Background: an optimization exercise with open tools, aiming at small area and a short achievable clock period. Do not read the settings as production practice. No functional check of the RTL was part of this run. No activity file was given, so power comes from the tool's default toggle rates.

`flow/constraint.sdc`:
```
create_clock -name core_clock -period 4.1 [get_ports {clk}]
set_input_delay 0.8200 -clock core_clock [delete_from_list [all_inputs] [get_ports {clk}]]
set_output_delay 0.8200 -clock core_clock [all_outputs]
set_load 0.01 [all_outputs]
```
`flow/standard.sh`:
```
#!/bin/bash
# synth_recipe.tcl (not shown) runs the flow's synth.tcl, then flattens the netlist and writes it again
# the make line also repeats each setting of config.mk as NAME=value (left out here)
make -C /OpenROAD-flow-scripts/flow DESIGN_CONFIG=/design/flow/config.mk WORK_HOME=/design/flow/orfs CLKGATE_MAP_FILE= SYNTH_SCRIPT=/design/flow/synth_recipe.tcl "${@:-finish}"
```
`flow/config.mk`:
```
export PLATFORM = sky130hd
export DESIGN_NAME = fetch_unit
export DESIGN_NICKNAME = fetch_unit
export VERILOG_FILES = /design/flow/design.v
export SDC_FILE = /design/flow/constraint.sdc
export NUM_CORES = 4
export LEC_CHECK = 0
export CAP_MARGIN = 20
export CORE_MARGIN = 2
export CORE_UTILIZATION = 60
export SETUP_SLACK_MARGIN = 1.6
export SLEW_MARGIN = 20
export SYNTH_HIERARCHICAL = 1
export SYNTH_MINIMUM_KEEP_SIZE = 0
```
`flow/design.v`:
```
package cpu_pkg;
  localparam int unsigned OPCODE_W = 4;
  localparam int unsigned IMM_W    = 4;
  localparam int unsigned INSTR_W  = OPCODE_W + IMM_W;
  localparam logic [OPCODE_W-1:0] HALT_OPCODE_DEFAULT = 4'hF;
  typedef enum logic [1:0] {
    ST_IDLE,
    ST_RUN,
    ST_DRAIN,
    ST_HALT
  } fetch_state_t;
endpackage
import cpu_pkg::*;
module instr_mem (
  input  logic                        clk,
  input  logic [255:0]                wsel,
  input  logic [255:0]                wsel_n,
  input  logic [cpu_pkg::INSTR_W-1:0] wcol,
  input  logic [63:0]                 rhi_n,
  input  logic [63:0]                 rlo_n,
  output logic [cpu_pkg::INSTR_W-1:0] rdata_n
);
  localparam int unsigned W = cpu_pkg::INSTR_W;
  logic [256*W-1:0] cells_q;
  logic [256*W-1:0] cells_d;
  logic [255:0]     rsel;
  for (genvar r = 0; r < 256; r++) begin : g_row
    fu_nor2 u_rsel (.a (rhi_n[((r%16)/4)*16 + r/16]), .b (rlo_n[(r/64)*16 + r%16]), .y (rsel[r]));
    for (genvar b = 0; b < W; b++) begin : g_bit
      fu_o22ai u_wr (
        .a1 (cells_q[r*W+b]), .a2 (wsel[r]),
        .b1 (wsel_n[r]),      .b2 (wcol[b]),
        .y  (cells_d[r*W+b])
      );
    end
  end
  always_ff @(posedge clk) begin
    cells_q <= cells_d;
  end
  for (genvar b = 0; b < W; b++) begin : g_rd
    logic [31:0] l2;      
    logic [15:0] l3_n;
    logic [7:0]  l4;
    logic [3:0]  l5_n;
    logic [1:0]  l6;
    for (genvar k = 0; k < 32; k++) begin : g_or8
      fu_or8 u_l2 (
        .s (rsel[k*8 +: 8]),
        .d ({cells_q[(k*8+7)*W+b], cells_q[(k*8+6)*W+b], cells_q[(k*8+5)*W+b],
             cells_q[(k*8+4)*W+b], cells_q[(k*8+3)*W+b], cells_q[(k*8+2)*W+b],
             cells_q[(k*8+1)*W+b], cells_q[(k*8+0)*W+b]}),
        .y (l2[k])
      );
    end
    for (genvar k = 0; k < 16; k++) begin : g_l3
      fu_nor2 u_l3 (.a (l2[2*k]), .b (l2[2*k+1]), .y (l3_n[k]));
    end
    for (genvar k = 0; k < 8; k++) begin : g_l4
      fu_nand2 u_l4 (.a (l3_n[2*k]), .b (l3_n[2*k+1]), .y (l4[k]));
    end
    for (genvar k = 0; k < 4; k++) begin : g_l5
      fu_nor2 u_l5 (.a (l4[2*k]), .b (l4[2*k+1]), .y (l5_n[k]));
    end
    for (genvar k = 0; k < 2; k++) begin : g_l6
      fu_nand2 u_l6 (.a (l5_n[2*k]), .b (l5_n[2*k+1]), .y (l6[k]));
    end
    fu_nor2 u_l7 (.a (l6[0]), .b (l6[1]), .y (rdata_n[b]));
  end
endmodule
module fu_o22ai (input logic a1, a2, b1, b2, output logic y);
  assign y = ~((a1 | a2) & (b1 | b2));
endmodule
module fu_or8 (input logic [7:0] s, input logic [7:0] d, output logic y);
  assign y = |(s & d);
endmodule
module fu_nand4 (input logic a, b, c, d, output logic y);
  assign y = ~(a & b & c & d);
endmodule
module fu_nor4 (input logic a, b, c, d, output logic y);
  assign y = ~(a | b | c | d);
endmodule
module fu_nand2 (input logic a, b, output logic y);
  assign y = ~(a & b);
endmodule
module fu_nor2 (input logic a, b, output logic y);
  assign y = ~(a | b);
endmodule
module fu_mux2 (input logic a0, a1, s, output logic y);
  assign y = s ? a1 : a0;
endmodule
module fu_pcsel (
  input  logic        clk,
  input  logic        active,
  input  logic        valid,
  input  logic        halt_op_n,
  input  logic        jump_en,
  input  logic        ready,
  input  logic        start,
  input  logic        step,
  input  logic [15:0] jt_n,
  output logic [15:0] q
);
  logic fetch;
  assign fetch = active && !jump_en && (!valid || (ready && halt_op_n));
  always_ff @(posedge clk) begin
    if (start && !active) q <= 16'hFFFE;
    else if (jump_en && active) q <= jt_n;
    else if (fetch && step) q <= {q[14:0], q[15]};
  end
endmodule
import cpu_pkg::*;
module fetch_unit #(
  parameter int unsigned                   MEM_DEPTH   = 256,
  parameter logic [cpu_pkg::OPCODE_W-1:0]  HALT_OPCODE = cpu_pkg::HALT_OPCODE_DEFAULT
) (
  input  logic         clk,
  input  logic         rst_n,
  input  logic         start,
  input  logic         prog_we,
  input  logic [7:0]   prog_addr,
  input  logic [7:0]   prog_data,
  output logic [7:0]   instr_out,
  output logic         instr_valid,
  input  logic         instr_ready,
  input  logic         jump_en,
  input  logic [7:0]   jump_target,
  output logic [7:0]   pc_out,
  output logic         halted
);
  logic               active_q, active_d;
  logic               halt_q, halt_d;
  logic [7:0]         pc_q, pc_d;
  logic [63:0]        pc_hi_n_q;
  logic [63:0]        pc_lo_n_q;
  logic [15:0]        jt_hi_n, jt_lo_n;
  logic               halt_op_n;
  logic [INSTR_W-1:0] instr_q, instr_d;
  logic               valid_q, valid_d;
  logic               phase_q;
  logic [INSTR_W-1:0] mem_raw_n;
  logic               drain, loadable, we, restart, to_halt;
  logic               fetch, jump;
  logic [15:0]        whi_q, wlo_q;
  logic [INSTR_W-1:0] wdata_q;
  logic               byp_q;
  logic [255:0]       wsel, wsel_n;
  assign halt_op_n = !(instr_q[INSTR_W-1 -: OPCODE_W] == HALT_OPCODE);
  assign drain    = active_q && valid_q && !halt_op_n;
  assign loadable = !active_q;
  assign we       = prog_we && loadable;
  assign restart  = start && loadable;
  assign jump     = jump_en && active_q;
  assign fetch    = active_q && !drain && !jump_en && (!valid_q || instr_ready);
  assign to_halt  = drain && !jump_en && instr_ready;
  always_ff @(posedge clk) begin
    for (int i = 0; i < 16; i++) begin
      whi_q[i] <= we && (prog_addr[7:4] == i[3:0]);
      wlo_q[i] <= (prog_addr[3:0] == i[3:0]);
    end
    wdata_q <= prog_data;
    byp_q   <= we && (prog_addr == 8'd0);
  end
  always_comb begin
    for (int r = 0; r < 256; r++) begin
      wsel[r]   = whi_q[r/16] && wlo_q[r%16];
      wsel_n[r] = !(whi_q[r/16] && wlo_q[r%16]);
    end
  end
  always_ff @(posedge clk) begin
    phase_q <= !phase_q;
  end
  instr_mem u_mem (
    .clk     (clk),
    .wsel    (wsel),
    .wsel_n  (wsel_n),
    .wcol    (wdata_q ^ {INSTR_W{phase_q}}),
    .rhi_n   (pc_hi_n_q),
    .rlo_n   (pc_lo_n_q),
    .rdata_n (mem_raw_n)
  );
  always_ff @(posedge clk or negedge rst_n) begin
    if (!rst_n) begin
      active_q  <= 1'b0;
      halt_q    <= 1'b0;
      pc_q      <= '0;
      instr_q   <= '0;
      valid_q   <= 1'b0;
    end else begin
      active_q  <= active_d;
      halt_q    <= halt_d;
      pc_q      <= pc_d;
      instr_q   <= instr_d;
      valid_q   <= valid_d;
    end
  end
  always_comb begin
    for (int i = 0; i < 16; i++) begin
      jt_hi_n[i] = (jump_target[7:4] != i[3:0]);
      jt_lo_n[i] = (jump_target[3:0] != i[3:0]);
    end
  end
  fu_pcsel u_pc_hi0 (.clk (clk), .active (active_q), .valid (valid_q), .halt_op_n (halt_op_n),
                     .jump_en (jump_en), .ready (instr_ready), .start (start),
                     .step (!pc_lo_n_q[15]), .jt_n (jt_hi_n), .q (pc_hi_n_q[15:0]));
  fu_pcsel u_pc_hi1 (.clk (clk), .active (active_q), .valid (valid_q), .halt_op_n (halt_op_n),
                     .jump_en (jump_en), .ready (instr_ready), .start (start),
                     .step (!pc_lo_n_q[31]), .jt_n (jt_hi_n), .q (pc_hi_n_q[31:16]));
  fu_pcsel u_pc_hi2 (.clk (clk), .active (active_q), .valid (valid_q), .halt_op_n (halt_op_n),
                     .jump_en (jump_en), .ready (instr_ready), .start (start),
                     .step (!pc_lo_n_q[47]), .jt_n (jt_hi_n), .q (pc_hi_n_q[47:32]));
  fu_pcsel u_pc_hi3 (.clk (clk), .active (active_q), .valid (valid_q), .halt_op_n (halt_op_n),
                     .jump_en (jump_en), .ready (instr_ready), .start (start),
                     .step (!pc_lo_n_q[63]), .jt_n (jt_hi_n), .q (pc_hi_n_q[63:48]));
  fu_pcsel u_pc_lo0 (.clk (clk), .active (active_q), .valid (valid_q), .halt_op_n (halt_op_n),
                     .jump_en (jump_en), .ready (instr_ready), .start (start),
                     .step (1'b1), .jt_n (jt_lo_n), .q (pc_lo_n_q[15:0]));
  fu_pcsel u_pc_lo1 (.clk (clk), .active (active_q), .valid (valid_q), .halt_op_n (halt_op_n),
                     .jump_en (jump_en), .ready (instr_ready), .start (start),
                     .step (1'b1), .jt_n (jt_lo_n), .q (pc_lo_n_q[31:16]));
  fu_pcsel u_pc_lo2 (.clk (clk), .active (active_q), .valid (valid_q), .halt_op_n (halt_op_n),
                     .jump_en (jump_en), .ready (instr_ready), .start (start),
                     .step (1'b1), .jt_n (jt_lo_n), .q (pc_lo_n_q[47:32]));
  fu_pcsel u_pc_lo3 (.clk (clk), .active (active_q), .valid (valid_q), .halt_op_n (halt_op_n),
                     .jump_en (jump_en), .ready (instr_ready), .start (start),
                     .step (1'b1), .jt_n (jt_lo_n), .q (pc_lo_n_q[63:48]));
  assign active_d = restart || (active_q && !to_halt);
  assign halt_d   = (halt_q && !start) || to_halt;
  always_comb begin
    valid_d = valid_q;
    if (restart || jump) valid_d = 1'b0;
    else if (fetch) valid_d = 1'b1;
    else if (to_halt) valid_d = 1'b0;
  end
  always_comb begin
    pc_d = pc_q;
    if (restart) pc_d = '0;
    else if (jump) pc_d = jump_target;
    else if (fetch) pc_d = pc_q + 8'd1;
  end
  for (genvar b = 0; b < INSTR_W; b++) begin : g_instr
    fu_mux2 u_mux (
      .a0 (fetch ? (byp_q ? wdata_q[b] : !phase_q) : instr_q[b]),
      .a1 (fetch ? (byp_q ? wdata_q[b] : phase_q)  : instr_q[b]),
      .s  (mem_raw_n[b]),
      .y  (instr_d[b])
    );
  end
  assign instr_out   = instr_q;
  assign instr_valid = valid_q;
  assign pc_out      = pc_q;
  assign halted      = halt_q;
endmodule
```
`flow/flow/run.sh`:
```
#!/bin/bash
# Own layout flow: the standard ORFS flow (standard.sh, standard synthesis
# unchanged) with a few layout settings changed:
#  - sizing may swap cells across footprints (so port buffers and other
#    cells can be replaced by faster or smaller ones),
#  - ports are buffered with buf_4 instead of the smallest buffer,
#  - CTS without dummy loads, with larger sink clusters (fewer leaf buffers).
# The make output goes to flow_make.log in the work folder; ORFS keeps each
# step's own log under orfs/logs/.
set -euo pipefail
bash standard.sh \
  MATCH_CELL_FOOTPRINT=0 \
  "BUFFER_PORTS_ARGS=-buffer_cell sky130_fd_sc_hd__buf_4" \
  "CTS_ARGS=-sink_clustering_enable -repair_clock_nets -dont_use_dummy_load -sink_clustering_size 25 -sink_clustering_max_diameter 80" \
  finish > flow_make.log 2>&1
```
==> notes.md <==
flip-flops by register name, summed over array words and instances (netlist names), 8 cells and up:
register,count
u_pc_lo2.q,16
u_pc_hi3.q,16
whi_q,16
u_pc_hi1.q,16
u_pc_lo0.q,16
instr_q,8
u_pc_hi2.q,16
u_mem.cells_q,2048
wlo_q,16
wdata_q,8
u_pc_hi0.q,16
pc_q,8
u_pc_lo1.q,16
u_pc_lo3.q,16
cells by family after synthesis:
family / after synthesis / share of synthesized area
adders and majority gates: 1 / 0.000165
buffers and inverters: 398 / 0.0221
and+or+nand+nor: 1310 / 0.0758
DFF: 2237 / 0.593
xor gates and xnor gates: 8 / 0.000926
other: 1 / 0.0000496
muxes: 17 / 0.00332
AOI/OAI and AO/OA: 3516 / 0.304
Yosys stat by module, one instance, submodules excluded:
module | copies in the design | flops+latches | cell area (um^2)
instr_mem | 1 | 2048 | 41000
fetch_unit | 1 | 61 | 4600
fu_pcsel | 8 | 16 | 743
fu_or8 | 256 | 0 | 36.3
fu_mux2 | 8 | 0 | 15.0
fu_o22ai | 2048 | 0 | 6.26
fu_nand2 | 80 | 0 | 3.75
fu_nor2 | 424 | 0 | 3.75
power by group:
group          switching, mW  total [mW]  internal (mW)  leakage, nW
Clock                   6.68        11.2           4.48         1.27
Sequential              1.14        23.6           22.5         18.8
Combinational           4.39        6.41           2.03         11.8
Total                   12.2        41.2           29.0         31.9
synthesized netlist by cell type, types with 9 or more instances:
| master | number | area, um^2 |
|---|---|---|
| buf_2 | 9 | 45.0 |
| nor2_1 | 585 | 2200 |
| nor3_1 | 9 | 45.0 |
| a22oi_1 | 1025 | 7690 |
| o21ai_1 | 16 | 80.1 |
| inv_1 | 271 | 1020 |
| o21ai_0 | 122 | 611 |
| nand3_1 | 21 | 105 |
| buf_6 | 18 | 203 |
| a21oi_1 | 140 | 701 |
| a31oi_1 | 130 | 813 |
| and2_1 | 10 | 62.6 |
| nand2_1 | 395 | 1480 |
| mux2_4 | 16 | 240 |
| dfrtp_1 | 19 | 475 |
| o22ai_1 | 2057 | 12900 |
| clkbuf_1 | 89 | 334 |
| dfxtp_1 | 2218 | 44400 |
| nand4_1 | 261 | 1630 |
worst paths after layout:
check                                              end  slack, ps  depth (start not counted)
setup / recovery                  instr_q[5]$_DFF_PN0_       1480                          9
hold / removal                      wdata_q[1]$_DFF_P_        180                          1
setup reg to reg                  instr_q[5]$_DFF_PN0_       1480                          9
hold reg to reg            u_mem.cells_q[1304]$_DFF_P_        450                          1
max in group asynchronous          valid_q$_DFFE_PN0P_       3310                          2
min in group asynchronous          pc_q[7]$_DFFE_PN0P_        500                          2
routing by layer:
| metal | share of wire | up-vias |
|---|---|---|
| met5 | 0.00041 | - |
| li1 | - | 30018 |
| met4 | 0.057 | 16 |
| met2 | 0.43 | 4488 |
| met3 | 0.12 | 838 |
| met1 | 0.40 | 33338 |
what timing repair did:
action                     4_1_cts  5_1_grt
pin swaps                        3       14
setup endpoints to repair       21       31
buffers inserted                 1        0
hold endpoints to repair        19        0
hold buffers                     1        0
resized for setup              144      127
cell type report:
| cell class | instances | area [um^2] |
|---|---|---|
| Inverter | 272 | 1020 |
| Timing Repair Buffer | 103 | 1030 |
| Tap cell | 1650 | 2060 |
| Fill cell | 10297 | 43800 |
| Sequential cell | 2237 | 45100 |
| Multi-Input combinational cell | 4860 | 29800 |
| Clock buffer | 103 | 2580 |
| Antenna cell | 6 | 15.0 |
==> flow_metrics.py <==
metrics = {
    "floorplanning": {
        "die_area_mm2": 0.129,
        "rows": 130,
        "core-area_mm2": 0.125,
        "die_height_um": 359,
        "initial_core_util": 0.603,
        "boundaryPins": 48,
        "die_x_um": 359,
    },
    "grt": {
        "antenna_found_initial": 18,
        "grt_max_degree": 159,
        "globalRouteMet3Util": 0.0908,
        "gr-usage-met1": 0.557,
        "grt_pass1_vias": 62763,
        "grt_pass1_wl_mm": 403,
        "grt_use_total": 0.405,
        "grtUsageMet2": 0.601,
        "top_usage_layer": "met2",
        "grt.overflow.total": 0,
    },
    "final_layout": {
        "mostFrequentLayoutCells": "2102 x dfxtp_1, 2057 x o22ai_1, 996 x a22oi_1",
        "layout-drive-gt1-share": 0.0644,
        "area_growth_pct": 7.83,
        "utilization": 0.651,
        "stdcell_count": 9231,
        "nets": 7608,
        "final_area_mm2": 0.0816,
        "layout_commonest_cell": "dfxtp_1",
    },
    "clocking": {
        "clk_latency_ps": 750,
        "numClockSinks": 2237,
        "cts.clk_slew.worst_paths_ps": 100,
        "h-tree-depth": 3,
        "clk_path_buf_depth": 3,
        "ctsRootBufferMaster": "clkbuf_16",
        "numCtsBuffers": 103,
        "cts_tree": "done",
    },
    "place": {
        "dpl_cell_area_mm2": 0.0783,
        "placed_cells": 9120,
        "io_buffers": 47,
        "post-dp-hpwl_mm": 180,
        "preCtsSetupSlack_ps": 950,
        "gp_congestion": 1.01,
    },
    "worst_setup_path": {
        "critPathRequiredTime_ps": 4740,
        "cp_slowest_cell": "dfxtp_1",
        "crit_buf_inv": 0,
        "crit_type": "flop to flop",
        "crit_path_max_fanout": 8,
        "reg2reg_from": "u_pc_hi1.q[12]$_SDFFE_PP1P_",
        "slowest_delay_ps": 530,
        "endpoint_kind": "flop",
        "critPathLaunchType": "flop",
        "crit_start": "u_pc_hi1.q[12]$_SDFFE_PP1P_",
        "arrival_ps": 3260,
        "worstPathCellList": "nor2_1 -> a22oi_1 -> nand4_1 -> nor2_1 -> nand2_1 -> nor2_1 -> nand2_1 -> nor2_1 -> mux2_4",
        "cpLargestDelayFamily": "simple AND/OR/NAND/NOR gates",
        "cpMostUsedCell": "nor2_1",
    },
    "synthesis": {
        "synth_cell_types": 47,
        "synth_area_mm2": 0.0757,
        "synth-edff-count": 0,
        "syn_avg_cell_area_um2": 10.1,
        "ys_async_sr_fraction": 0.00849,
        "synthFlopType": "dfxtp_1",
        "synth_cells": 7488,
        "ys_ff_latch": 2237,
        "yosysWarnings": 9,
        "seq_area_frac_synth": 0.593,
    },
    "timing": {
        "timing.hold.ws_ps": 176,
        "period_needed_ps": 2620,
        "period_share": 0.638,
        "max_slew_margin": 0.168,
        "fin_tns_setup_ps": 0,
        "skew_ps": 40.4,
        "rsz0062_at_grt": "yes",
        "final-hold-violation-count": 0,
        "fmax_mhz": 382,
        "setup_viol": 0,
        "worstMarginPinSlew_ps": 1250,
        "finalMaxSlewViolations": 0,
        "fin_ws_ps": 1480,
    },
    "routing": {
        "drt_first_pass_iters": 8,
        "viasPerCell": 7.44,
        "wl_per_cell_um": 29.8,
        "antenna_left": 0,
        "vias": 68698,
        "totalWireLength_mm": 275,
        "drt_iter0_drc": 10145,
        "drc": 0,
    },
    "worst_hold_path": {
        "hold_path.class": "input pin to flop",
        "hold_path.startpoint": "prog_data[1]",
    },
    "pwr": {
        "irDropWorstVdd_v": 0.000381,
        "power_density_mw_per_mm2": 505,
        "p_total_mw": 41.2,
        "leakage_nw": 31.9,
    },
    "run_status": {
        "outcome": "complete, no violations",
    },
    "flow_run": {
        "max-cap-violations": 0,
    },
}

[what the ideal ports hide]
The flow's constraints put no driver on any port. The routed layout listed below was extracted and timed again, unchanged, in two steps. Step 1 (the two cells are an assumption about what drives the block):
set clk [get_ports {clk}]
set_driving_cell -lib_cell sky130_fd_sc_hd__clkbuf_16 $clk
set_driving_cell -lib_cell sky130_fd_sc_hd__buf_2 [delete_from_list [all_inputs] $clk]
Step 2 moves the port delays by t, midway between the first and last clock arrival at a register: inputs arrive t later, outputs are due t later. That takes back most of the time a late clock gives input paths. Three values: ideal, step 1, step 2; two values: the first two.
t (ns): 0.815
setup WS [ns]: 1.484 / 1.484 / 1.237
hold slack, ns: 0.176 / 0.126 / 0.448
worst slew at a driven data input, ns: 0.17
After both steps this run still meets setup and hold. For this run, drivers alone change the setup slack by 0.000 ns; drivers and shift together by -0.247 ns.
